This design comes from an exercise in tuning for small area, a short achievable clock period and few clock cycles per item on the open sky130 flow, not from production work. Only simulation tests tie the RTL to the original design; equivalence was not proved.

===== config.mk =====
export PLATFORM = sky130hd
export DESIGN_NAME = alu_seq
export DESIGN_NICKNAME = alu_seq
export VERILOG_FILES = /design/flow/design.v
export SDC_FILE = /design/flow/constraint.sdc
export NUM_CORES = 4
export LEC_CHECK = 0
export CAP_MARGIN = 20
export CORE_MARGIN = 2
export CORE_UTILIZATION = 40
export SLEW_MARGIN = 20

===== constraint.sdc =====
create_clock -name core_clock -period 10.0 [get_ports {clk}]
set_input_delay 2.0000 -clock core_clock [delete_from_list [all_inputs] [get_ports {clk}]]
set_output_delay 2.0000 -clock core_clock [all_outputs]
set_load 0.01 [all_outputs]

===== run.sh =====
#!/bin/bash
# synth_recipe.tcl (not shown) runs the flow's synth.tcl, then flattens the netlist and writes it again
# the make line also repeats each setting of config.mk as NAME=value (left out here)
make -C /OpenROAD-flow-scripts/flow DESIGN_CONFIG=/design/flow/config.mk WORK_HOME=/design/flow/orfs CLKGATE_MAP_FILE= SYNTH_SCRIPT=/design/flow/synth_recipe.tcl finish

===== design.v =====
`default_nettype none
package diablo_alu_pkg;
  localparam int ALU_OP_W = 4;
  typedef enum logic [ALU_OP_W-1:0] {
    ALU_ADD  = 4'd0,
    ALU_SUB  = 4'd1,
    ALU_AND  = 4'd2,
    ALU_OR   = 4'd3,
    ALU_XOR  = 4'd4,
    ALU_SLL  = 4'd5,
    ALU_SRL  = 4'd6,
    ALU_SRA  = 4'd7,
    ALU_SLT  = 4'd8,
    ALU_SLTU = 4'd9,
    ALU_MUL  = 4'd10,
    ALU_DIV  = 4'd11,
    ALU_DIVU = 4'd12,
    ALU_REM  = 4'd13,
    ALU_REMU = 4'd14
  } alu_op_e;
  typedef enum logic [1:0] {
    ST_IDLE = 2'd0,
    ST_BUSY = 2'd1,
    ST_DONE = 2'd2
  } alu_state_e;
  function automatic logic op_is_iter(input alu_op_e op);
    case (op)
      diablo_alu_pkg::ALU_MUL, diablo_alu_pkg::ALU_DIVU, diablo_alu_pkg::ALU_REMU: op_is_iter = 1'b1;
      diablo_alu_pkg::ALU_DIV, diablo_alu_pkg::ALU_REM: op_is_iter = 1'b1;
      default:                     op_is_iter = 1'b0;
    endcase
  endfunction
endpackage
`default_nettype wire
`default_nettype none
module alu_muldiv_iter
#(
  parameter int XLEN = 64
) (
  input  logic            clk,
  input  logic            rst_n,
  input  logic            i_start,      
  input  logic [diablo_alu_pkg::ALU_OP_W-1:0] i_op,
  input  logic            i_neg_a,      
  input  logic            i_neg_b,      
  input  logic            i_advance,    
  input  logic [XLEN-1:0] i_x,          
  input  logic [XLEN-1:0] i_d,          
  output logic            o_busy,
  output logic            o_nega,
  output logic            o_negb,
  output logic            o_prep,
  output logic            o_iter,
  output logic            o_fin,
  output logic            o_is_mul,
  output logic            o_quo,        
  output logic            o_neg,        
  output logic            o_swap,       
  output logic            o_b_zero,     
  output logic [$clog2(XLEN)-1:0] o_k   
);
  localparam int CW = $clog2(XLEN) + 1;
  function automatic logic [CW-1:0] clz(input logic [XLEN-1:0] v);
    logic [XLEN-1:0] t;
    t   = v;
    clz = '0;
    clz[CW-1] = (v == '0);
    for (int l = CW - 2; l >= 0; l--) begin
      if ((t & ~({XLEN{1'b1}} >> (1 << l))) == '0) begin
        clz[l] = 1'b1;
        t      = t << (1 << l);
      end
    end
    if (clz[CW-1]) clz[CW-2:0] = '0;
  endfunction
  logic          r_nega;
  logic          r_negb;
  logic          r_prep;
  logic          r_iter;
  logic          r_fin;
  logic [CW-1:0] r_cnt;
  logic          r_is_mul;
  logic          r_quo;
  logic          r_neg;
  logic          w_is_mul;
  logic          w_is_rem;
  assign w_is_mul = (i_op == diablo_alu_pkg::ALU_MUL);
  assign w_is_rem = (i_op == diablo_alu_pkg::ALU_REM) || (i_op == diablo_alu_pkg::ALU_REMU);
  logic [CW-1:0] w_lza;
  logic [CW-1:0] w_lzb;
  logic [CW-1:0] w_lzmax;
  logic [CW-1:0] w_mul_steps;
  logic [CW:0]   w_k;           
  assign w_lza       = clz(i_x);
  assign w_lzb       = clz(i_d);
  assign o_swap      = w_lzb > w_lza;
  assign w_lzmax     = o_swap ? w_lzb : w_lza;
  assign w_mul_steps = (CW'(XLEN + 1) - w_lzmax) >> 1;
  assign w_k         = {1'b0, w_lzb} - {1'b0, w_lza};
  assign o_b_zero    = w_lzb[CW-1];
  assign o_k         = w_k[CW-2:0];
  always_ff @(posedge clk or negedge rst_n) begin
    if (!rst_n) begin
      r_nega   <= 1'b0;
      r_negb   <= 1'b0;
      r_prep   <= 1'b0;
      r_iter   <= 1'b0;
      r_fin    <= 1'b0;
      r_cnt    <= '0;
      r_is_mul <= 1'b0;
      r_quo    <= 1'b0;
      r_neg    <= 1'b0;
    end else if (i_start) begin
      r_nega   <= i_neg_a;
      r_negb   <= i_neg_b;
      r_prep   <= 1'b1;
      r_iter   <= 1'b0;
      r_fin    <= 1'b0;
      r_is_mul <= w_is_mul;
      r_quo    <= !w_is_mul && !w_is_rem;
      r_neg    <= w_is_rem ? i_neg_a : (i_neg_a ^ i_neg_b);
    end else if (r_nega) begin
      r_nega <= 1'b0;
    end else if (r_negb) begin
      r_negb <= 1'b0;
    end else if (r_prep) begin
      r_prep <= 1'b0;
      if (r_is_mul) begin
        r_cnt  <= w_mul_steps;
        r_iter <= (w_mul_steps != '0);
        r_fin  <= (w_mul_steps == '0);
      end else begin
        r_cnt  <= w_k[CW-1:0] + 1'b1;
        r_iter <= !o_b_zero && !w_k[CW];
        r_fin  <= o_b_zero || w_k[CW];
        if (o_b_zero && r_quo) r_neg <= 1'b0;
      end
    end else if (r_iter) begin
      r_cnt <= r_cnt - 1'b1;
      if (r_cnt == CW'(1)) begin
        r_iter <= 1'b0;
        r_fin  <= 1'b1;
      end
    end else if (r_fin && i_advance) begin
      r_fin <= 1'b0;
    end
  end
  assign o_busy   = r_nega || r_negb || r_prep || r_iter || r_fin;
  assign o_nega   = r_nega;
  assign o_negb   = r_negb && !r_nega;
  assign o_prep   = r_prep && !r_nega && !r_negb;
  assign o_iter   = r_iter;
  assign o_fin    = r_fin;
  assign o_is_mul = r_is_mul;
  assign o_quo    = r_quo;
  assign o_neg    = r_neg;
endmodule
`default_nettype wire
`default_nettype none
module alu_seq
#(
  parameter int XLEN = 64
) (
  input  logic            clk,
  input  logic            rst_n,
  input  logic            in_valid,
  output logic            in_ready,
  input  logic [diablo_alu_pkg::ALU_OP_W-1:0] in_op,
  input  logic [XLEN-1:0] in_a,
  input  logic [XLEN-1:0] in_b,
  output logic            out_valid,
  input  logic            out_ready,
  output logic [XLEN-1:0] out_result,
  output logic            out_err
);
  localparam int SHW = $clog2(XLEN);
  logic            r_xv;         
  logic [diablo_alu_pkg::ALU_OP_W-1:0] r_op;
  logic [XLEN-1:0] r_x;          
  logic [XLEN-1:0] r_d;          
  logic [XLEN-1:0] r_y;          
  logic            r_ov;
  logic [XLEN-1:0] r_result;
  logic            r_err;
  logic            w_r_free;
  logic            w_md_busy;
  logic            w_md_fin;
  logic            w_x_last;
  logic            w_accept;
  logic            w_iter;
  logic            w_signed;
  diablo_alu_pkg::alu_op_e w_op;
  diablo_alu_pkg::alu_op_e w_xop;
  assign w_op     = diablo_alu_pkg::alu_op_e'(in_op);
  assign w_xop    = diablo_alu_pkg::alu_op_e'(r_op);
  assign w_iter   = diablo_alu_pkg::op_is_iter(w_op);
  assign w_signed = (w_op == diablo_alu_pkg::ALU_MUL) || (w_op == diablo_alu_pkg::ALU_DIV) ||
                    (w_op == diablo_alu_pkg::ALU_REM);
  assign w_r_free   = !r_ov || out_ready;
  assign w_x_last   = (!r_xv && !w_md_busy) || r_xv || w_md_fin;
  assign in_ready   = w_x_last && w_r_free;
  assign w_accept   = in_valid && in_ready;
  assign out_valid  = r_ov;
  assign out_result = r_result;
  assign out_err    = r_err;
  logic           w_nega;
  logic           w_negb;
  logic           w_prep;
  logic           w_itr;
  logic           w_is_mul;
  logic           w_quo;
  logic           w_neg;
  logic           w_swap;
  logic           w_b_zero;
  logic [SHW-1:0] w_k;
  alu_muldiv_iter #(
    .XLEN (XLEN)
  ) u_muldiv (
    .clk       (clk),
    .rst_n     (rst_n),
    .i_start   (w_accept && w_iter),
    .i_op      (in_op),
    .i_neg_a   (w_signed && in_a[XLEN-1]),
    .i_neg_b   (w_signed && in_b[XLEN-1]),
    .i_advance (w_r_free),
    .i_x       (r_x),
    .i_d       (r_d),
    .o_busy    (w_md_busy),
    .o_nega    (w_nega),
    .o_negb    (w_negb),
    .o_prep    (w_prep),
    .o_iter    (w_itr),
    .o_fin     (w_md_fin),
    .o_is_mul  (w_is_mul),
    .o_quo     (w_quo),
    .o_neg     (w_neg),
    .o_swap    (w_swap),
    .o_b_zero  (w_b_zero),
    .o_k       (w_k)
  );
  logic            w_alu_sub;
  logic            w_en1, w_inv1, w_en2, w_inv2, w_en3, w_en4, w_inv4, w_cin;
  logic [XLEN-1:0] w_t1, w_t2, w_t3;
  logic [XLEN-1:0] w_cs_s, w_cs_c;
  logic [XLEN:0]   w_sum;
  logic            w_ge;
  assign w_alu_sub = (w_xop == diablo_alu_pkg::ALU_SUB) || (w_xop == diablo_alu_pkg::ALU_SLT) ||
                     (w_xop == diablo_alu_pkg::ALU_SLTU);
  always_comb begin
    w_en1  = 1'b1;
    w_inv1 = 1'b0;
    w_en2  = 1'b1;
    w_inv2 = 1'b0;
    w_en3  = 1'b0;
    w_en4  = 1'b0;
    w_inv4 = 1'b0;
    w_cin  = 1'b0;
    if (w_nega) begin
      w_inv1 = 1'b1;
      w_en2  = 1'b0;
      w_cin  = 1'b1;
    end else if (w_negb) begin
      w_en1  = 1'b0;
      w_inv2 = 1'b1;
      w_cin  = 1'b1;
    end else if (w_prep) begin
      w_en1  = 1'b0;
      w_en2  = 1'b0;
    end else if (w_itr) begin
      if (w_is_mul) begin
        w_en2 = r_y[0];
        w_en3 = r_y[1];
      end else begin
        w_inv2 = 1'b1;
        w_cin  = 1'b1;
      end
    end else if (w_md_fin) begin
      w_en1  = !w_quo;
      w_inv1 = w_neg && !w_quo;
      w_en2  = 1'b0;
      w_en4  = w_quo;
      w_inv4 = w_neg;
      w_cin  = w_neg;
    end else begin
      w_inv2 = w_alu_sub;
      w_cin  = w_alu_sub;
    end
  end
  assign w_t1   = (r_x & {XLEN{w_en1}}) ^ {XLEN{w_inv1}};
  assign w_t2   = (r_d & {XLEN{w_en2}}) ^ {XLEN{w_inv2}};
  assign w_t3   = ({r_d[XLEN-2:0], 1'b0} & {XLEN{w_en3}}) | ((r_y ^ {XLEN{w_inv4}}) & {XLEN{w_en4}});
  assign w_cs_s = w_t1 ^ w_t2 ^ w_t3;
  assign w_cs_c = (w_t1 & w_t2) | (w_t1 & w_t3) | (w_t2 & w_t3);
  assign w_sum  = {1'b0, w_cs_s} + {w_cs_c, 1'b0} + {{XLEN{1'b0}}, w_cin};
  assign w_ge   = w_sum[XLEN];
  logic [XLEN-1:0] w_sh_src, w_sh_src_rev, w_sh_in, w_sh_out, w_sh_out_rev, w_sh_res;
  logic [SHW-1:0]  w_sh_amt;
  logic            w_sh_left;
  logic            w_sh_fill;
  always_comb begin
    w_sh_src  = r_x;
    w_sh_amt  = r_d[SHW-1:0];
    w_sh_left = (w_xop == diablo_alu_pkg::ALU_SLL);
    w_sh_fill = (w_xop == diablo_alu_pkg::ALU_SRA) && r_x[XLEN-1];
    if (w_md_busy) begin
      w_sh_src  = r_d;
      w_sh_fill = 1'b0;
      if (w_itr) begin
        w_sh_left = w_is_mul;
        w_sh_amt  = w_is_mul ? SHW'(2) : SHW'(1);
      end else begin
        w_sh_left = 1'b1;
        w_sh_amt  = w_k;
      end
    end
  end
  for (genvar i = 0; i < XLEN; i++) begin : g_rev
    assign w_sh_src_rev[i] = w_sh_src[XLEN-1-i];
    assign w_sh_out_rev[i] = w_sh_out[XLEN-1-i];
  end
  assign w_sh_in  = w_sh_left ? w_sh_src_rev : w_sh_src;
  assign w_sh_out = XLEN'({{XLEN{w_sh_fill}}, w_sh_in} >> w_sh_amt);
  assign w_sh_res = w_sh_left ? w_sh_out_rev : w_sh_out;
  logic [XLEN-1:0] w_alu_result;
  logic            w_lt;
  assign w_lt = (r_x[XLEN-1] ^ r_d[XLEN-1]) ? r_x[XLEN-1] : w_sum[XLEN-1];
  always_comb begin
    case (w_xop)
      diablo_alu_pkg::ALU_ADD,
      diablo_alu_pkg::ALU_SUB:  w_alu_result = w_sum[XLEN-1:0];
      diablo_alu_pkg::ALU_AND:  w_alu_result = r_x & r_d;
      diablo_alu_pkg::ALU_OR:   w_alu_result = r_x | r_d;
      diablo_alu_pkg::ALU_XOR:  w_alu_result = r_x ^ r_d;
      diablo_alu_pkg::ALU_SLL,
      diablo_alu_pkg::ALU_SRL,
      diablo_alu_pkg::ALU_SRA:  w_alu_result = w_sh_res;
      diablo_alu_pkg::ALU_SLT:  w_alu_result = {{(XLEN-1){1'b0}}, w_lt};
      diablo_alu_pkg::ALU_SLTU: w_alu_result = {{(XLEN-1){1'b0}}, !w_ge};
      default:                  w_alu_result = w_md_fin ? w_sum[XLEN-1:0] : '0;
    endcase
  end
  always_ff @(posedge clk or negedge rst_n) begin
    if (!rst_n) begin
      r_xv <= 1'b0;
      r_ov <= 1'b0;
    end else begin
      if (w_accept) r_xv <= !w_iter;
      else if (r_xv && w_r_free) r_xv <= 1'b0;
      if ((r_xv || w_md_fin) && w_r_free) r_ov <= 1'b1;
      else if (out_ready) r_ov <= 1'b0;
    end
  end
  always_ff @(posedge clk) begin
    if (w_accept) r_op <= in_op;
    if ((r_xv || w_md_fin) && w_r_free) begin
      r_result <= w_alu_result;
      r_err    <= r_xv && (r_op == 4'hF);
    end
  end
  always_ff @(posedge clk) begin
    if (w_accept) begin
      r_x <= in_a;
      r_d <= in_b;
      r_y <= in_a;
    end else if (w_nega) begin
      r_x <= w_sum[XLEN-1:0];
      r_y <= w_sum[XLEN-1:0];
    end else if (w_negb) begin
      r_d <= w_sum[XLEN-1:0];
    end else if (w_prep) begin
      if (w_is_mul) begin
        r_x <= w_sum[XLEN-1:0];                
        if (w_swap) begin
          r_y <= r_d;
          r_d <= r_x;
        end
      end else begin
        r_y <= {XLEN{w_b_zero}};
        r_d <= w_sh_res;
      end
    end else if (w_itr) begin
      r_d <= w_sh_res;
      if (w_is_mul) begin
        r_x <= w_sum[XLEN-1:0];
        r_y <= {2'b00, r_y[XLEN-1:2]};
      end else begin
        if (w_ge) r_x <= w_sum[XLEN-1:0];
        r_y <= {r_y[XLEN-2:0], w_ge};
      end
    end
  end
endmodule
`default_nettype wire

==> results of run 1 <==
## metrics by stage
stage | util, % | hold slack, ns | setup slack [ns] | instance area [sq um]
2_1_floorplan | - | 0.473 | 0.457 | 37700
3_3_place_gp | 45.5 | 0.507 | 0.504 | 42500
3_5_place_dp | 45.5 | 0.504 | 1.05 | 42500
4_1_cts | 46.9 | 0.535 | 0.992 | 43700
5_1_grt | 46.9 | 0.549 | 0.249 | 43700
6_report | 46.9 | 0.533 | -0.0760 | 43800
## state kept, by name, indices dropped and copies added, names as in the netlist, 4 cells and up
name,count
u_muldiv.r_cnt,7
r_x,64
r_d,64
r_result,64
r_y,64
r_op,4
## cell type report
| class | instances | area (sq um) | area share [%] |
|---|---|---|---|
| timing repair buffer | 557 | 4850 | 11.1 |
| tap | 1254 | 1570 | 3.58 |
| antenna | 17 | 42.5 | 0.0972 |
| inverter | 289 | 1090 | 2.49 |
| clock buffer | 50 | 1040 | 2.37 |
| sequential | 278 | 8270 | 18.9 |
| clock inverter | 19 | 191 | 0.437 |
| multi-input combinational | 3824 | 26700 | 61.1 |
## per-layer routing
metal / up-vias / part of all wire (%) / wire, um / track usage, %
met5: - / 0.080 / 206 / 0.840
met4: 18 / 9.4 / 24500 / 37.1
met3: 1120 / 16 / 40300 / 22.6
met2: 4358 / 39 / 102000 / 72.0
met1: 22442 / 36 / 92600 / 63.1
li1: 18397 / - / - / -
## worst min-delay path, cell delays in order (launching register included)
cell and delay (ns):
dfrtp_1 0.36, nand2b_1 0.08, nand2_1 0.06
## cell usage after synthesis, types with 19 or more instances
| cell | n |
|---|---|
| nor3_1 | 87 |
| o21a_1 | 28 |
| clkbuf_1 | 294 |
| nand3_1 | 123 |
| nor2b_1 | 24 |
| fa_1 | 66 |
| nor4_1 | 45 |
| o2111ai_1 | 19 |
| a221o_1 | 49 |
| a21o_1 | 69 |
| o31ai_1 | 30 |
| xnor2_1 | 171 |
| a21oi_1 | 241 |
| buf_2 | 94 |
| a211oi_1 | 96 |
| o221ai_1 | 62 |
| o22ai_1 | 35 |
| edfxtp_1 | 261 |
| nor2_1 | 331 |
| and2_1 | 19 |
| mux2_2 | 81 |
| xor2_1 | 92 |
| nand4_1 | 32 |
| o21ai_0 | 276 |
| mux2i_1 | 123 |
| inv_1 | 286 |
| nand2_1 | 679 |
| o211ai_1 | 63 |
| buf_1 | 43 |
| ha_1 | 204 |
| a22oi_1 | 138 |
| a221oi_1 | 151 |
| a31oi_1 | 130 |
| and3_1 | 29 |
| a2111oi_0 | 23 |
## worst max-delay path by stage
stage,endpoint,start,cells after the start,slack (ns)
final,r_result[57],r_d[62],26,-0.08
after floorplan,r_x[0],u_muldiv.r_iter,24,0.46
after global placement,r_d[8],r_d[43],26,0.50
after CTS,r_result[57],r_x[43],26,0.99
after global routing,r_d[0],r_d[62],28,0.25
after detailed placement,r_result[57],r_x[43],26,1.05
## cells by family (layout without fill, tap and decap cells)
kind of cell	count (synthesis)	count (layout)	share of synthesized area [%]
xor+xnor	263	263	6.11
fa+ha+maj	270	270	10.3
mux	211	211	6.06
simple gates	1452	1452	17.0
flops	278	278	21.9
other cells	0	17	0
buf+inv	739	915	7.95
compound gates	1628	1628	30.6
==> impl_results.md, run 1 <==
* Skew final at between 0.03 and 0.04 ns
* Worst reg-to-reg setup slack at -0.08 ns
* Failing Checks: setup timing
* Slew Limit Headroom at around 15%
* Clk buf depth at 3
* Reg2reg start: r_d[62]
* Cells after Synth at roughly 4,800
* WL per Instance at between 40 and 50 um
* First-pass GRT wire length at 353,000 um
* Max Cap Violations at 0
* Gp weighted congestion at 1.18
* Most common cell after layout, fill and taps aside: nand2_1
* Vias in the first global route at 42,650
* Layout area overhead at 16.2%
* Die footprint at 96,700 sq um
* Final setup fails at 5
* CTS Hold Bufs at 0
* Status: finished with violations
* Worst Hold Class: flop to flop
* Starting Density at 40.4%
* Fmax at between 90 and 100 MHz
* CP max stage delay at just over 0.9 ns
* Post-CTS setup buffers at 0
* Largest net degree at the start of global routing at 130
* CTS Sinks at roughly 280
* Worst setup SP type: flop
* DP Wirelength at 198,000 um
* CTS tree: built
* Sequential element share of the synthesized area at a little over a fifth
* Synth Cell Area at about 38,000 sq um
* Clk slew on worst S/H paths at ~0.060 ns
* Die Width at ~310 um
* Ys Warns at 2
* Initial antenna violation count at 25
* Routed Antenna Nets at 0
* Critical setup path kind: flop to flop
* Final Non-Filler Cells at ~6,300
* Worst hold endpoint: r_ov
* Fin. max-slew vios at 0
* Starting DRT DRC Count at 8,114
* Cell mode on critical path: buf_4
* RSZ-0062 raised after global routing: false
* Primary FF master, synth: edfxtp_1
* Worst Max-Slew Pin Slew at approximately 1.3 ns
* Worst path required time at 10.47 ns
* # IOs at approximately 200
* Slowest CP cell: o21ai_1
* Worst reg-to-reg path cell count at 26
* Congestion Overflow GR at 0
* Via count at 46,335
* Core area at between 90,000 and 100,000 sq um
* Port Buffers at between 200 and 250
* Crit path max fanout at 12
* Cell taking the most area after synthesis: edfxtp_1
* Number of synthesized flops with an enable pin at around 260
* Syn nets at approximately 5,200
* Worst-Skew Late Latency at around 0.67 ns
* Minimum clock period at between 10 and 15 ns
* Largest cells by area after synthesis: edfxtp_1 (21%), ha_1 (6.8%), nand2_1 (6.8%)
* Final period util at 101%
* CTS buffer count at 40
* CTS H-tree depth at 2
* Buf/Inv on CP at 5
* Crit path max-delay family: compound AO/OA/AOI/OAI gates
* Final routed DRC violation total at 0
* CP Capture Type: flop
* Synth Register Bits at 278
* Most frequent cells in the layout: nand2_1 (674), buf_4 (340), nor2_1 (315)
* PnR worst setup slack at -0.0760 ns
* Gr usage total at approximately half
* Syn avg cell area at ~7.8 sq um
* Die H at 311 um
* CTS resizes at 0
* HP Start: r_ov
* Final-stage net count at approximately 5,400
* Asr flop ratio synth at slightly above 6%
* Yosys cell types at between 100 and 150
* Placed insts at slightly above 6,000
* Share of layout cells above drive strength 1 at around an eighth
* WL final at ~260,000 um
* DRT Pass-1 Iters at 10
* Final Hold Fails at 0
* Hold path cells at 2
* Routed vias/inst at 7.37
* Sum of negative setup slack at -0.197 ns
* Clk root buf: clkbuf_16
* Post-synth top area share at 20.8%
* Fillers at ~9,600
* Rows at roughly 110
* Reg2reg end: r_result[57]
* Arrival time at the worst endpoint at around 11 ns
Testbench counts, summed over its fixed seeds: cycles 20,486, items 2,400.
==> run 2, diff against run 1 <==
--- a/design.v
+++ b/design.v
@@ -50,7 +50,8 @@
   output logic            o_nega,
   output logic            o_negb,
-  output logic            o_prep,
+  output logic            o_lz,
+  output logic            o_align,
   output logic            o_iter,
-  output logic            o_fin,
+  output logic            o_fin,        
   output logic            o_is_mul,
   output logic            o_quo,        
@@ -62,19 +63,28 @@
   localparam int CW = $clog2(XLEN) + 1;
   function automatic logic [CW-1:0] clz(input logic [XLEN-1:0] v);
-    logic [XLEN-1:0] t;
-    t   = v;
-    clz = '0;
-    clz[CW-1] = (v == '0);
-    for (int l = CW - 2; l >= 0; l--) begin
-      if ((t & ~({XLEN{1'b1}} >> (1 << l))) == '0) begin
-        clz[l] = 1'b1;
-        t      = t << (1 << l);
+    logic [XLEN-1:0]        z;
+    logic [XLEN*(CW-1)-1:0] c;
+    logic [XLEN-1:0]        nz;
+    logic [XLEN*(CW-1)-1:0] nc;
+    z  = ~v;
+    c  = '0;
+    nz = '0;
+    nc = '0;
+    for (int l = 1; l < CW; l++) begin
+      for (int i = 0; i < (XLEN >> l); i++) begin
+        nz[i] = z[2*i+1] && z[2*i];
+        nc[i*(CW-1) +: (CW-1)] = z[2*i+1] ? (c[(2*i)*(CW-1) +: (CW-1)] | (CW-1)'(1 << (l - 1)))
+                                          : c[(2*i+1)*(CW-1) +: (CW-1)];
       end
+      z = nz;
+      c = nc;
     end
-    if (clz[CW-1]) clz[CW-2:0] = '0;
+    clz = z[0] ? CW'(XLEN) : {1'b0, c[CW-2:0]};
   endfunction
   logic          r_nega;
   logic          r_negb;
-  logic          r_prep;
+  logic          r_lz;
+  logic          r_align;
+  logic [CW-2:0] r_k;
   logic          r_iter;
   logic          r_fin;
@@ -99,10 +109,12 @@
   assign w_k         = {1'b0, w_lzb} - {1'b0, w_lza};
   assign o_b_zero    = w_lzb[CW-1];
-  assign o_k         = w_k[CW-2:0];
+  assign o_k         = r_k;
   always_ff @(posedge clk or negedge rst_n) begin
     if (!rst_n) begin
       r_nega   <= 1'b0;
       r_negb   <= 1'b0;
-      r_prep   <= 1'b0;
+      r_lz     <= 1'b0;
+      r_align  <= 1'b0;
+      r_k      <= '0;
       r_iter   <= 1'b0;
       r_fin    <= 1'b0;
@@ -114,5 +126,6 @@
       r_nega   <= i_neg_a;
       r_negb   <= i_neg_b;
-      r_prep   <= 1'b1;
+      r_lz     <= 1'b1;
+      r_align  <= 1'b0;
       r_iter   <= 1'b0;
       r_fin    <= 1'b0;
@@ -124,6 +137,6 @@
     end else if (r_negb) begin
       r_negb <= 1'b0;
-    end else if (r_prep) begin
-      r_prep <= 1'b0;
+    end else if (r_lz) begin
+      r_lz <= 1'b0;
       if (r_is_mul) begin
         r_cnt  <= w_mul_steps;
@@ -131,14 +144,18 @@
         r_fin  <= (w_mul_steps == '0);
       end else begin
-        r_cnt  <= w_k[CW-1:0] + 1'b1;
-        r_iter <= !o_b_zero && !w_k[CW];
-        r_fin  <= o_b_zero || w_k[CW];
+        r_cnt   <= w_k[CW-1:0] + 1'b1;
+        r_k     <= w_k[CW-2:0];
+        r_align <= !o_b_zero && !w_k[CW];
+        r_fin   <= o_b_zero || w_k[CW];
         if (o_b_zero && r_quo) r_neg <= 1'b0;
       end
+    end else if (r_align) begin
+      r_align <= 1'b0;
+      r_iter  <= 1'b1;
     end else if (r_iter) begin
       r_cnt <= r_cnt - 1'b1;
       if (r_cnt == CW'(1)) begin
         r_iter <= 1'b0;
-        r_fin  <= 1'b1;
+        r_fin  <= !(w_mul_direct && i_advance);
       end
     end else if (r_fin && i_advance) begin
@@ -146,10 +163,13 @@
     end
   end
-  assign o_busy   = r_nega || r_negb || r_prep || r_iter || r_fin;
+  logic w_mul_direct;
+  assign w_mul_direct = r_is_mul && !r_neg;
+  assign o_busy   = r_nega || r_negb || r_lz || r_align || r_iter || r_fin;
   assign o_nega   = r_nega;
   assign o_negb   = r_negb && !r_nega;
-  assign o_prep   = r_prep && !r_nega && !r_negb;
+  assign o_lz     = r_lz && !r_nega && !r_negb;
+  assign o_align  = r_align;
   assign o_iter   = r_iter;
-  assign o_fin    = r_fin;
+  assign o_fin    = r_fin || (r_iter && w_mul_direct && (r_cnt == CW'(1)));
   assign o_is_mul = r_is_mul;
   assign o_quo    = r_quo;
@@ -206,5 +226,6 @@
   logic           w_nega;
   logic           w_negb;
-  logic           w_prep;
+  logic           w_lz;
+  logic           w_align;
   logic           w_itr;
   logic           w_is_mul;
@@ -229,5 +250,6 @@
     .o_nega    (w_nega),
     .o_negb    (w_negb),
-    .o_prep    (w_prep),
+    .o_lz      (w_lz),
+    .o_align   (w_align),
     .o_iter    (w_itr),
     .o_fin     (w_md_fin),
@@ -264,5 +286,5 @@
       w_inv2 = 1'b1;
       w_cin  = 1'b1;
-    end else if (w_prep) begin
+    end else if (w_lz) begin
       w_en1  = 1'b0;
       w_en2  = 1'b0;
@@ -368,5 +390,5 @@
     end else if (w_negb) begin
       r_d <= w_sum[XLEN-1:0];
-    end else if (w_prep) begin
+    end else if (w_lz) begin
       if (w_is_mul) begin
         r_x <= w_sum[XLEN-1:0];                
@@ -377,6 +399,7 @@
       end else begin
         r_y <= {XLEN{w_b_zero}};
-        r_d <= w_sh_res;
       end
+    end else if (w_align) begin
+      r_d <= w_sh_res;
     end else if (w_itr) begin
       r_d <= w_sh_res;
--- a/config.mk
+++ b/config.mk
@@ -9,3 +9,4 @@
 export CORE_MARGIN = 2
 export CORE_UTILIZATION = 40
+export SETUP_SLACK_MARGIN = 3
 export SLEW_MARGIN = 20
==> run 2 against run 1 <==
Effect of this change: critical endpoint is now r_x[27]; highest routed layer unchanged; design area shrank 7.2%; utilization fell by 1.6 points; flip-flop and latch count increased by 7; now clean on timing, DRC and antenna.
==> impl_results.md, run 2 <==
* Synth cell count leaders: nand2_1 (594), a21oi_1 (406), o21ai_0 (368) (was nand2_1 (679), nor2_1 (331), clkbuf_1 (294))
* Post-synth top area share at 21.7% (was 20.8%)
* Port Buffers at 202 (unchanged)
* Starting Density at 40.2% (was 40.4%)
* Synth Cell Area at 36,100 sq um (was 37,700 sq um)
* Rows at 110 (was 112)
* DRT Pass-1 Iters at 9 (was 10)
* Core area at 89,700 sq um (was 93,300 sq um)
* Routed vias/inst at 6.86 (was 7.37)
* Final routed DRC violation total at 0 (unchanged)
* Most common cell after layout, fill and taps aside: nand2_1 (unchanged)
* Synth Register Bits at 285 (was 278)
* Worst path required time at 10.29 ns (was 10.47 ns)
* Arrival time at the worst endpoint at 7.18 ns (was 10.54 ns)
* DP Wirelength at 139,000 um (was 198,000 um)
* Primary FF master, synth: edfxtp_1 (unchanged)
* Cell taking the most area after synthesis: edfxtp_1 (unchanged)
* Gp weighted congestion at 1.06 (was 1.18)
* CTS H-tree depth at 2 (unchanged)
* Sum of negative setup slack at 0 ns (was -0.197 ns)
* Congestion Overflow GR at 0 (unchanged)
* Share of layout cells above drive strength 1 at 7.74% (was 11.8%)
* Final hold slack at 0.520 ns (was 0.533 ns)
* Sequential element share of the synthesized area at 23.4% (was 21.9%)
* Via count at 39,472 (was 46,335)
* CTS Hold Bufs at 0 (unchanged)
* RSZ-0062 raised after global routing: false (unchanged)
* Vias in the first global route at 36,502 (was 42,650)
* Asr flop ratio synth at 8.42% (was 6.12%)
* Die Width at 304 um (was 311 um)
* Layout area overhead at 12.6% (was 16.2%)
* Worst setup SP type: flop (unchanged)
* # IOs at 203 (unchanged)
* Worst Setup SP: u_muldiv.r_iter (was r_d[62])
* Final-stage net count at 4,951 (was 5,396)
* CTS tree: built (unchanged)
* Skew final at 0.0385 ns (was 0.0358 ns)
* CTS Sinks at 285 (was 278)
* Worst Hold Class: flop to flop (unchanged)
* Top-count cell post-synth: nand2_1 (unchanged)
* CP Capture Type: flop (unchanged)
* HP Start: u_muldiv.r_k[5] (was r_ov)
* Fin. max-slew vios at 0 (unchanged)
* First-pass GRT wire length at 264,000 um (was 353,000 um)
* Number of synthesized flops with an enable pin at 261 (unchanged)
* Die H at 304 um (was 311 um)
* Starting DRT DRC Count at 6,670 (was 8,114)
* Gr usage total at 38.7% (was 51.7%)
* Ys Warns at 2 (unchanged)
* Status: complete, no violations (was finished with violations)
* Clk buf depth at 3 (unchanged)
* Syn avg cell area at 7.87 sq um (was 7.79 sq um)
* Worst-Skew Late Latency at 0.63 ns (was 0.67 ns)
* Syn nets at 4,991 (was 5,247)
* Routed Antenna Nets at 0 (unchanged)
* Largest net degree at the start of global routing at 138 (was 130)
* WL final at 188,000 um (was 259,000 um)
* Cells after Synth at 4,586 (was 4,841)
* Worst-path cell chain: buf_4 -> nand2_2 -> clkinvlp_4 -> and3_4 -> a22oi_1 -> fa_1 -> inv_1 -> ha_1 -> a21o_1 -> a221oi_2 -> o211ai_1 -> a21o_1 -> o21ai_2 -> a2111oi_2 -> o211ai_1 -> buf_4 -> nand3b_1 -> a311oi_4 -> mux2i_1 -> a21oi_4 -> clkbuf_16
* Yosys cell types at 95 (was 107)
* Final period util at 68.9% (was 101%)
* Initial antenna violation count at 8 (was 25)
* Worst Max-Slew Pin Slew at 1.20 ns (was 1.26 ns)
* Fmax at 145 MHz (was 99.2 MHz)
* Most frequent cells in the layout: nand2_1 (589), a21oi_1 (403), o21ai_0 (364) (was nand2_1 (674), buf_4 (340), nor2_1 (315))
* CTS buffer count at 40 (unchanged)
* Minimum clock period at 6.89 ns (was 10.08 ns)
* Final setup fails at 0 (was 5)
* Max Cap Violations at 0 (unchanged)
* Slowest CP cell: dfrtp_1 (was o21ai_1)
* Die footprint at 92,600 sq um (was 96,700 sq um)
* Reg2reg start: u_muldiv.r_iter (was r_d[62])
* CP max stage delay at 0.57 ns (was 0.92 ns)
* Final Hold Fails at 0 (unchanged)
* Largest cells by area after synthesis: edfxtp_1 (22%), ha_1 (7.0%), mux2i_1 (6.4%) (was edfxtp_1 (21%), ha_1 (6.8%), nand2_1 (6.8%))
* Slew Limit Headroom at 19.2% (was 15.4%)
* Critical setup path kind: flop to flop (unchanged)
* Clk root buf: clkbuf_16 (unchanged)
* Clk slew on worst S/H paths at 0.06 ns (about the same)
* Crit path max fanout at 52 (was 12)
* WL per Instance at 32.7 um (was 41.2 um)
-- run 2: cell type report --
class	count	area, sq um
multi-input combinational	3694	25600
tap	1176	1470
fill	8982	49100
timing repair buffer	334	3070
sequential	285	8450
antenna	2	5.00
inverter	191	731
clock inverter	24	265
clock buffer	48	1080
-- run 2: final timing paths --
path	slack, ns	cells past startpoint	to
min in group asynchronous	1.74	2	u_muldiv.r_k[2]
max in group asynchronous	7.95	2	u_muldiv.r_is_mul
min	0.52	1	u_muldiv.r_k[5]
max reg2reg	3.11	21	r_x[27]
max	3.11	21	r_x[27]
min reg2reg	0.52	1	u_muldiv.r_k[5]
-- run 2: repair_timing --
item	in CTS	in global routing
cloned	1	1
gates resized for setup	13	16
setup endpoints to repair	186	226
endpoints found under the hold margin	0	0
buffers inserted	5	9
pin swaps	4	2
-- run 2: through the flow --
stage          cells  setup slack [ns]  util [%]  instance area (sq um)
4_1_cts         5742              3.06      45.1                  40500
2_1_floorplan   4586              3.01         -                  36100
5_1_grt         5752              3.00      45.3                  40600
3_5_place_dp    5664              1.98      43.5                  39000
6_report        5754              3.11      45.3                  40600
3_3_place_gp    5664              2.07      43.5                  39000
-- run 2: layer usage --
metal	share of wire, %	vias to the layer above	track usage [%]
met1	38	18979	51.4
met4	6.8	6	21.5
met5	0.081	-	0.982
li1	-	16851	-
met3	15	599	13.5
met2	40	3037	54.5
-- run 2: critical path, delay by kind of cell (launching register included) --
kind / cells / cell delay (ns)
mux: 1 / 0.18
fa+ha+maj: 2 / 0.88
compound gates: 10 / 2.66
simple gates: 3 / 0.91
buf+inv: 5 / 1.28
flops: 1 / 0.57
-- run 2: kinds of logic after synthesis --
group | count (synthesis) | synth area share (%)
AO/OA/AOI/OAI | 1609 | 29.0
AND/OR/NAND/NOR | 1263 | 15.2
buffers and inverters | 609 | 6.87
multiplexers | 286 | 8.49
flip-flops | 285 | 23.4
adder cells (fa/ha/maj) | 269 | 10.7
XOR/XNOR | 265 | 6.43
Testbench counts of run 2, summed over its fixed seeds: cycles 20,725, items 2,400.
==> run 3, diff against run 2 <==
--- a/config.mk
+++ b/config.mk
@@ -9,4 +9,3 @@
 export CORE_MARGIN = 2
 export CORE_UTILIZATION = 40
-export SETUP_SLACK_MARGIN = 3
 export SLEW_MARGIN = 20
==> run 3 against run 2 <==
Effect of this change: fmax down 18%; first-iteration DRC count is 9.8% lower; worst setup slack worse by 1.5 ns; non-clock buffer count rose by 9; hold slack got worse by 0.0027 ns; critical path depth down 2; largest cell class unchanged.
==> impl_results.md, run 3 <==
* Top-count cell post-synth: nand2_1 (unchanged)
* Syn avg cell area at 7.87 sq um (unchanged)
* Starting DRT DRC Count at 6,019 (was 6,670)
* Congestion Overflow GR at 0 (unchanged)
* First-pass GRT wire length at 277,000 um (was 264,000 um)
* Die footprint at 92,600 sq um (unchanged)
* Ys Warns at 2 (unchanged)
* Core area at 89,700 sq um (unchanged)
* Fin util at 45.1% (was 45.3%)
* CTS buffer count at 39 (was 40)
* Share of layout cells above drive strength 1 at 7.25% (was 7.74%)
* Gp weighted congestion at 1.08 (was 1.06)
* Final period util at 84.3% (was 68.9%)
* Status: complete, no violations (unchanged)
* Most frequent cells in the layout: nand2_1 (590), a21oi_1 (403), o21ai_0 (365) (was nand2_1 (589), a21oi_1 (403), o21ai_0 (364))
* Critical setup path kind: flop to flop (unchanged)
* Die H at 304 um (unchanged)
* Syn nets at 4,991 (unchanged)
* CTS H-tree depth at 2 (unchanged)
* Die Width at 304 um (unchanged)
* DRT Pass-1 Iters at 9 (unchanged)
* Skew final at 0.0315 ns (was 0.0385 ns)
* Clk root buf: clkbuf_16 (unchanged)
* Primary FF master, synth: edfxtp_1 (unchanged)
* Worst-path cell chain: clkinv_1 -> nand2_2 -> nand2_1 -> xor2_1 -> fa_1 -> ha_1 -> fa_1 -> a21o_1 -> a221oi_2 -> o211ai_1 -> a21o_1 -> o21ai_1 -> a2111oi_0 -> o211ai_1 -> nand3b_1 -> a311oi_2 -> mux2i_1 -> a21oi_4 -> buf_12 (was buf_4 -> nand2_2 -> clkinvlp_4 -> and3_4 -> a22oi_1 -> fa_1 -> inv_1 -> ha_1 -> a21o_1 -> a221oi_2 -> o211ai_1 -> a21o_1 -> o21ai_2 -> a2111oi_2 -> o211ai_1 -> buf_4 -> nand3b_1 -> a311oi_4 -> mux2i_1 -> a21oi_4 -> clkbuf_16)
* Final Hold Fails at 0 (unchanged)
* Arrival time at the worst endpoint at 8.73 ns (was 7.18 ns)
* Synth cell count leaders: nand2_1 (594), a21oi_1 (406), o21ai_0 (368) (unchanged)
* Slew Limit Headroom at 10.4% (was 19.2%)
* Final setup fails at 0 (unchanged)
* Worst setup SP type: flop (unchanged)
* Grt met3 use at 13.4% (was 13.5%)
* Fin. max-slew vios at 0 (unchanged)
* Clk buf depth at 3 (unchanged)
* Worst Max-Slew Pin Slew at 1.34 ns (was 1.20 ns)
* CTS Sinks at 285 (unchanged)
* Asr flop ratio synth at 8.42% (unchanged)
* Sequential element share of the synthesized area at 23.4% (unchanged)
* Cells after Synth at 4,586 (unchanged)
* Post-CTS setup buffers at 0 (was 5)
* Synth Register Bits at 285 (unchanged)
* Sum of negative setup slack at 0 ns (unchanged)
* Rows at 110 (unchanged)
* Busiest metal layer after global routing: met2 (unchanged)
* Worst-Skew Late Latency at 0.65 ns (was 0.63 ns)
* # IOs at 203 (unchanged)
* Post-synth top area share at 21.7% (unchanged)
* CP max stage delay at 1.03 ns (was 0.57 ns)
* Final-stage net count at 4,957 (was 4,951)
* Minimum clock period at 8.43 ns (was 6.89 ns)
* CTS Hold Bufs at 0 (unchanged)
* Fmax at 119 MHz (was 145 MHz)
* Number of synthesized flops with an enable pin at 261 (unchanged)
* Clk slew on worst S/H paths at 0.06 ns (about the same)
* WL final at 199,000 um (was 188,000 um)
* Routed vias/inst at 6.85 (was 6.86)
* WL per Instance at 34.5 um (was 32.7 um)
* Routed Antenna Nets at 0 (unchanged)
* Yosys cell types at 95 (unchanged)
* RSZ-0062 raised after global routing: false (unchanged)
* Largest cells by area after synthesis: edfxtp_1 (22%), ha_1 (7.0%), mux2i_1 (6.4%) (unchanged)
* Final routed DRC violation total at 0 (unchanged)
* Most common cell after layout, fill and taps aside: nand2_1 (unchanged)
* Max Cap Violations at 0 (unchanged)
* GR Util met2 at 59.2% (was 54.5%)
* Initial antenna violation count at 10 (was 8)
* M1 GR Usage at 56.0% (was 51.4%)
* Gr usage total at 41.2% (was 38.7%)
* Layout area overhead at 12.2% (was 12.6%)
* Port Buffers at 202 (unchanged)
* Via count at 39,465 (was 39,472)
* Worst Hold Class: flop to flop (unchanged)
* Slowest CP cell: dfrtp_2 (was dfrtp_1)
* Vias in the first global route at 36,699 (was 36,502)
* Worst path required time at 10.30 ns (was 10.29 ns)
* CTS tree: built (unchanged)
* Crit path max fanout at 51 (was 52)
* Cell taking the most area after synthesis: edfxtp_1 (unchanged)
* Synth Cell Area at 36,100 sq um (unchanged)
* CTS resizes at 0 (was 13)
* Largest net degree at the start of global routing at 82 (was 138)
* DP Wirelength at 150,000 um (was 139,000 um)
* CP Capture Type: flop (unchanged)
* Starting Density at 40.2% (unchanged)
run 3: cell types whose count changed in the layout (fill, tap and decap cells not counted), sizes merged:
cell / change
clkbuf: -4
clkinvlp: -4
buf: +10
clkinv: +3
and3: -1
bufinv: +2
inv: -1
nand2: -1
run 3: worst paths after layout:
kind                                 startpoint                 to  slack (ns)  cells past startpoint
worst max register to register  u_muldiv.r_nega            r_x[27]        1.57                     19
min in group asynchronous                 rst_n    u_muldiv.r_negb        1.78                      2
worst max-delay path            u_muldiv.r_nega            r_x[27]        1.57                     19
worst min register to register  u_muldiv.r_k[4]    u_muldiv.r_k[4]        0.52                      1
worst min-delay path            u_muldiv.r_k[4]    u_muldiv.r_k[4]        0.52                      1
max in group asynchronous                 rst_n  u_muldiv.r_is_mul        7.88                      2
run 3: cells by family after synthesis:
| family | after synthesis | synth area share [%] |
|---|---|---|
| AOI/OAI and AO/OA | 1609 | 29.0 |
| and+or+nand+nor | 1263 | 15.2 |
| buffers and inverters | 609 | 6.87 |
| muxes | 286 | 8.49 |
| DFF | 285 | 23.4 |
| adders and majority gates | 269 | 10.7 |
| xor gates and xnor gates | 265 | 6.43 |
run 3: metal layers:
metal / up-vias / share of wire [%]
met4: 6 / 5.3
met2: 2771 / 41
li1: 16864 / -
met5: - / 0.020
met3: 501 / 14
met1: 19323 / 40
run 3: worst max-delay path, delay by kind of cell (launching register included):
family,cells,cell delay [ns]
AO/OA/AOI/OAI,9,3.04
buffers and inverters,2,1.19
AND/OR/NAND/NOR,3,1.17
adder cells (fa/ha/maj),3,1.14
flip-flops,1,1.03
XOR/XNOR,1,0.21
multiplexers,1,0.19
run 3: per-stage QoR:
| step | hold WS [ns] | setup WS (ns) | instances | area, sq um |
|---|---|---|---|---|
| after global routing | 0.554 | 1.13 | 5756 | 40500 |
| final | 0.517 | 1.57 | 5758 | 40500 |
| after floorplan | 0.471 | 0.487 | 4586 | 36100 |
| after CTS | 0.525 | 1.64 | 5755 | 40400 |
| after global placement | 0.511 | 1.79 | 5686 | 39200 |
| after detailed placement | 0.510 | 1.65 | 5686 | 39200 |
run 3: area by class of cell:
cell class,instances,area [sq um]
Timing Repair Buffer,343,3110
Clock buffer,45,998
Antenna cell,2,5.00
Clock inverter,24,274
Inverter,191,722
Multi-Input combinational cell,3692,25500
Sequential cell,285,8440
Fill cell,9109,49300
Tap cell,1176,1470

## static timing again, ports no longer ideal
The flow's constraints put no driver on any port. The routed layouts listed below were extracted and timed again, unchanged, in two steps.
Step 1, drivers: a clkbuf_16 drives clk and a buf_2 each remaining input, both assumed.
Step 2, shift: input delay + t, output delay - t, t = (earliest + latest rising clock arrival at the registers) / 2. This alone moves slack from input paths to output paths.
Slacks: ideal ports / drivers / drivers and shift; pairs: ideal ports / drivers.
| run | t (ns) | setup WS [ns] | worst setup path at the end | worst slew at a driven data input, ns | cell pins on the clock port's net |
|---|---|---|---|---|---|
| run 1 | 0.728 | -0.076 / -0.076 / -0.076 | register to register | 0.09 | 1 |
| run 2 | 0.677 | 3.106 / 3.106 / 3.106 | register to register | 0.06 | 1 |
| run 3 | 0.700 | 1.571 / 1.571 / 1.571 | register to register | 0.06 | 1 |
